This is an optimization exercise on Yosys and OpenROAD, whose aim is small area, a short achievable clock period and few clock cycles per item, not a production implementation. At most, simulation tests tie the RTL to the original design; equivalence was not proved. No activity file was given, so power comes from the tool's default toggle rates.

== rev 12 ==
==> flow/design.v <==
package aud_dma_pkg;
    typedef enum logic [1:0] {
        ST_IDLE = 2'd0,
        ST_REQ  = 2'd1,
        ST_DATA = 2'd2
    } dma_state_t;
    localparam logic [2:0]  AXI_SIZE_64    = 3'd3;
    localparam logic [1:0]  AXI_BURST_INCR = 2'b01;
    localparam int unsigned BYTES_PER_BEAT = 8;
    function automatic logic [31:0] burst_bytes(input logic [4:0] beats);
        burst_bytes = {27'd0, beats} * BYTES_PER_BEAT;
    endfunction
endpackage
module audio_rd_dma #(
    parameter int              ID_W        = 4,
    parameter logic [ID_W-1:0] AXI_ID      = 1,
    parameter int              BURST_BEATS = 8,
    parameter int              FIFO_DEPTH  = 32
) (
    input  logic            gclk,
    input  logic            gresetn,
    input  logic            cfg_start,
    input  logic            cfg_stop,
    input  logic [31:0]     cfg_base,
    input  logic [15:0]     cfg_words,
    input  logic            cfg_loop,
    output logic            busy,
    output logic            done,
    output logic            err,
    output logic [ID_W-1:0] aid,
    output logic [31:0]     aaddr,
    output logic            avalid,
    output logic            awrite,
    output logic [3:0]      alen,
    output logic [2:0]      asize,
    output logic [1:0]      aburst,
    input  logic            aready,
    input  logic [ID_W-1:0] rid,
    input  logic [63:0]     rdata,
    input  logic            rlast,
    input  logic            rvalid,
    output logic            rready,
    output logic [63:0]     smp_data,
    output logic            smp_valid,
    input  logic            smp_ready
);
    localparam logic [1:0] MAX_OUT = 2'd3;
    logic [25:0] aaddr_r;      
    logic [12:0] whi_r;        
    logic [2:0]  llen_r;       
    logic [12:0] rk_r;         
    logic        loop_r;
    logic        busy_r, done_r, err_r, stop_r, avalid_r;
    logic        prd_r;        
    logic [1:0]  oc_r;         
    logic [2:0]  db_r;         
    logic        start_s, stop_now_s, acc_s, act_s, beat_s, id_ok_s;
    logic        last_req_s, last_burst_s, last_exp_s, cmp_s;
    logic        nat_end_s, stop_end_s, restart_s;
    logic [25:0] pass_base_s;
    assign start_s    = cfg_start & ~busy_r;
    assign stop_now_s = busy_r & (cfg_stop | stop_r);
    assign acc_s      = avalid_r & aready;
    assign act_s      = (oc_r != 2'd0);
    assign id_ok_s    = (rid == AXI_ID);
    assign beat_s     = rvalid & smp_ready & act_s;
    assign last_req_s   = (rk_r == whi_r);
    assign last_burst_s = prd_r & (oc_r == 2'd1);
    assign last_exp_s   = (db_r == 3'd7) | (last_burst_s & (db_r == llen_r));
    assign cmp_s        = beat_s & last_exp_s;
    assign nat_end_s  = cmp_s & last_burst_s & ~loop_r;
    assign stop_end_s = stop_now_s & ~avalid_r & (oc_r == 2'd0);
    assign restart_s  = prd_r & ~stop_now_s & (oc_r == 2'd0);
    assign pass_base_s = aaddr_r + {13'h1fff, ~whi_r} + {25'd0, (llen_r == 3'd7)};
    always_ff @(posedge gclk or negedge gresetn) begin
        if (!gresetn) begin
            busy_r   <= 1'b0;
            done_r   <= 1'b0;
            err_r    <= 1'b0;
            stop_r   <= 1'b0;
            avalid_r <= 1'b0;
            prd_r    <= 1'b0;
            oc_r     <= 2'd0;
            db_r     <= 3'd0;
        end else begin
            case ({acc_s, cmp_s})
                2'b10:   oc_r <= oc_r + 2'd1;
                2'b01:   oc_r <= oc_r - 2'd1;
                default: oc_r <= oc_r;
            endcase
            stop_r <= ~start_s & (stop_r | cfg_stop);
            if (start_s) begin
                busy_r   <= (cfg_words != 16'd0);
                done_r   <= (cfg_words == 16'd0);
                err_r    <= 1'b0;
                avalid_r <= (cfg_words != 16'd0);
                prd_r    <= 1'b0;
            end else begin
                busy_r <= busy_r & ~nat_end_s & ~stop_end_s;
                done_r <= nat_end_s & ~stop_now_s;
                if (beat_s & (~id_ok_s | (rlast != last_exp_s))) begin
                    err_r <= 1'b1;
                end
                if (avalid_r) begin
                    avalid_r <= ~aready;
                end else begin
                    avalid_r <= busy_r & ~stop_now_s & ~prd_r & (oc_r != MAX_OUT);
                end
                if (acc_s & last_req_s) begin
                    prd_r <= 1'b1;
                end else if (restart_s) begin
                    prd_r <= 1'b0;
                end
            end
            if (beat_s) begin
                db_r <= last_exp_s ? 3'd0 : db_r + 3'd1;
            end
        end
    end
    always_ff @(posedge gclk) begin
        if (start_s) begin
            aaddr_r <= cfg_base[31:6];
            whi_r   <= cfg_words[15:3];
            llen_r  <= cfg_words[2:0] - 3'd1;
            rk_r    <= {12'd0, (cfg_words[2:0] == 3'd0)};
            loop_r  <= cfg_loop;
        end else if (acc_s) begin
            aaddr_r <= aaddr_r + 26'd1;
            rk_r    <= rk_r + 13'd1;
        end else if (restart_s & loop_r) begin
            aaddr_r <= pass_base_s;
            rk_r    <= {12'd0, (llen_r == 3'd7)};
        end
    end
    assign busy      = busy_r;
    assign done      = done_r;
    assign err       = err_r;
    assign aid       = AXI_ID;
    assign aaddr     = {aaddr_r, 6'd0};
    assign avalid    = avalid_r;
    assign awrite    = 1'b0;
    assign alen      = last_req_s ? {1'b0, llen_r} : 4'd7;
    assign asize     = aud_dma_pkg::AXI_SIZE_64;
    assign aburst    = aud_dma_pkg::AXI_BURST_INCR;
    assign rready    = smp_ready & act_s;
    assign smp_data  = rdata;
    assign smp_valid = rvalid & id_ok_s & act_s;
endmodule
==> flow/config.mk <==
export PLATFORM = sky130hd
export DESIGN_NAME = audio_rd_dma
export DESIGN_NICKNAME = audio_rd_dma
export VERILOG_FILES = /design/flow/design.v
export SDC_FILE = /design/flow/constraint.sdc
export NUM_CORES = 4
export LEC_CHECK = 0
export CAP_MARGIN = 20
export CORE_MARGIN = 2
export CORE_UTILIZATION = 60
export SETUP_SLACK_MARGIN = 2.5
export SLEW_MARGIN = 20
==> flow/constraint.sdc <==
create_clock -name core_clock -period 5.5 [get_ports {gclk}]
set_input_delay 1.1000 -clock core_clock [delete_from_list [all_inputs] [get_ports {gclk}]]
set_output_delay 1.1000 -clock core_clock [all_outputs]
set_load 0.01 [all_outputs]
run.sh (not shown) runs the stock make flow with config.mk's settings and CLKGATE_MAP_FILE= SYNTH_SCRIPT=/design/flow/synth_recipe.tcl, a recipe that flattens the netlist after the stock synthesis.
Edits applied to the flow inputs when going from rev 12 to rev 13:
diff --git a/flow/design.v b/flow/design.v
--- a/flow/design.v
+++ b/flow/design.v
@@ -45,6 +45,7 @@
     input  logic            smp_ready
 );
     localparam logic [1:0] MAX_OUT = 2'd3;
+    logic [25:0] base_r;       
     logic [25:0] aaddr_r;      
     logic [12:0] whi_r;        
     logic [2:0]  llen_r;       
@@ -57,7 +58,8 @@
     logic        start_s, stop_now_s, acc_s, act_s, beat_s, id_ok_s;
     logic        last_req_s, last_burst_s, last_exp_s, cmp_s;
     logic        nat_end_s, stop_end_s, restart_s;
-    logic [25:0] pass_base_s;
+    logic [1:0]  oc_nxt_s;
+    logic        prd_nxt_s, busy_nxt_s;
     assign start_s    = cfg_start & ~busy_r;
     assign stop_now_s = busy_r & (cfg_stop | stop_r);
     assign acc_s      = avalid_r & aready;
@@ -68,10 +70,18 @@
     assign last_burst_s = prd_r & (oc_r == 2'd1);
     assign last_exp_s   = (db_r == 3'd7) | (last_burst_s & (db_r == llen_r));
     assign cmp_s        = beat_s & last_exp_s;
+    always_comb begin
+        case ({acc_s, cmp_s})
+            2'b10:   oc_nxt_s = oc_r + 2'd1;
+            2'b01:   oc_nxt_s = oc_r - 2'd1;
+            default: oc_nxt_s = oc_r;
+        endcase
+    end
     assign nat_end_s  = cmp_s & last_burst_s & ~loop_r;
-    assign stop_end_s = stop_now_s & ~avalid_r & (oc_r == 2'd0);
-    assign restart_s  = prd_r & ~stop_now_s & (oc_r == 2'd0);
-    assign pass_base_s = aaddr_r + {13'h1fff, ~whi_r} + {25'd0, (llen_r == 3'd7)};
+    assign stop_end_s = stop_now_s & ~avalid_r & (oc_nxt_s == 2'd0);
+    assign restart_s  = prd_r & loop_r & ~stop_now_s & (oc_nxt_s == 2'd0);
+    assign prd_nxt_s  = (prd_r | (acc_s & last_req_s)) & ~restart_s;
+    assign busy_nxt_s = busy_r & ~nat_end_s & ~stop_end_s;
     always_ff @(posedge gclk or negedge gresetn) begin
         if (!gresetn) begin
             busy_r   <= 1'b0;
@@ -83,11 +93,7 @@
             oc_r     <= 2'd0;
             db_r     <= 3'd0;
         end else begin
-            case ({acc_s, cmp_s})
-                2'b10:   oc_r <= oc_r + 2'd1;
-                2'b01:   oc_r <= oc_r - 2'd1;
-                default: oc_r <= oc_r;
-            endcase
+            oc_r   <= oc_nxt_s;
             stop_r <= ~start_s & (stop_r | cfg_stop);
             if (start_s) begin
                 busy_r   <= (cfg_words != 16'd0);
@@ -96,21 +102,18 @@
                 avalid_r <= (cfg_words != 16'd0);
                 prd_r    <= 1'b0;
             end else begin
-                busy_r <= busy_r & ~nat_end_s & ~stop_end_s;
-                done_r <= nat_end_s & ~stop_now_s;
+                busy_r   <= busy_nxt_s;
+                done_r   <= nat_end_s & ~stop_now_s;
                 if (beat_s & (~id_ok_s | (rlast != last_exp_s))) begin
                     err_r <= 1'b1;
                 end
-                if (avalid_r) begin
-                    avalid_r <= ~aready;
+                if (avalid_r & ~aready) begin
+                    avalid_r <= 1'b1;
                 end else begin
-                    avalid_r <= busy_r & ~stop_now_s & ~prd_r & (oc_r != MAX_OUT);
+                    avalid_r <= busy_nxt_s & ~stop_now_s & ~prd_nxt_s &
+                                (oc_nxt_s != MAX_OUT);
                 end
-                if (acc_s & last_req_s) begin
-                    prd_r <= 1'b1;
-                end else if (restart_s) begin
-                    prd_r <= 1'b0;
-                end
+                prd_r <= prd_nxt_s;
             end
             if (beat_s) begin
                 db_r <= last_exp_s ? 3'd0 : db_r + 3'd1;
@@ -119,17 +122,18 @@
     end
     always_ff @(posedge gclk) begin
         if (start_s) begin
+            base_r  <= cfg_base[31:6];
             aaddr_r <= cfg_base[31:6];
             whi_r   <= cfg_words[15:3];
             llen_r  <= cfg_words[2:0] - 3'd1;
             rk_r    <= {12'd0, (cfg_words[2:0] == 3'd0)};
             loop_r  <= cfg_loop;
+        end else if (restart_s) begin
+            aaddr_r <= base_r;
+            rk_r    <= {12'd0, (llen_r == 3'd7)};
         end else if (acc_s) begin
             aaddr_r <= aaddr_r + 26'd1;
             rk_r    <= rk_r + 13'd1;
-        end else if (restart_s & loop_r) begin
-            aaddr_r <= pass_base_s;
-            rk_r    <= {12'd0, (llen_r == 3'd7)};
         end
     end
     assign busy      = busy_r;
Notes after the runs:
- Layout cell share with drive strength beyond 1 in rev 13 vs rev 12: up 5.9 points
- Adder-cell area share of the yosys netlist (higher): rev 12
- Delta (rev 13 minus rev 12): basic-gate share of the synthesized area counting and, or, nand and nor cells now sits lower, routed wire length now sits lower, global-route wire length before repair down 3.6 mm, power decreased 18%.
- Rev 13 vs rev 12, endpoint of the worst setup timing path: smp_valid vs alen[1]
Testbench counts of rev 13, summed over its fixed seeds: cycles 12,291, items 9,450.
No functional check of the RTL was part of rev 12.

-- what the ideal ports hide --
The results above use ideal ports. As a check the final layouts listed here were re-extracted and re-timed, cells and wires unchanged. Step 1 assumes that a clkbuf_16 drives the clock port and a buf_2 every other input. Step 2, shift: input delay + t, output delay - t, t = (earliest + latest rising clock arrival at the registers) / 2. This alone moves slack from input paths to output paths. Three values: ideal ports, drivers, drivers and shift; two values: the first two.
| run | t, ns | setup slack, ns | worst setup path after step 2 | clock arrival spread, ns |
|---|---|---|---|---|
| rev 12 | 0.389 | 2.161 / 2.131 / 2.138 | input to register | 0.015 / 0.015 |
| rev 13 | 0.400 | 2.373 / 2.350 / 2.189 | input to register | 0.018 / 0.018 |
After both steps setup and hold are still met in every run listed. The setup slack of rev 13, which loses most, moves by -0.023 ns with the drivers and by -0.184 ns with both steps.
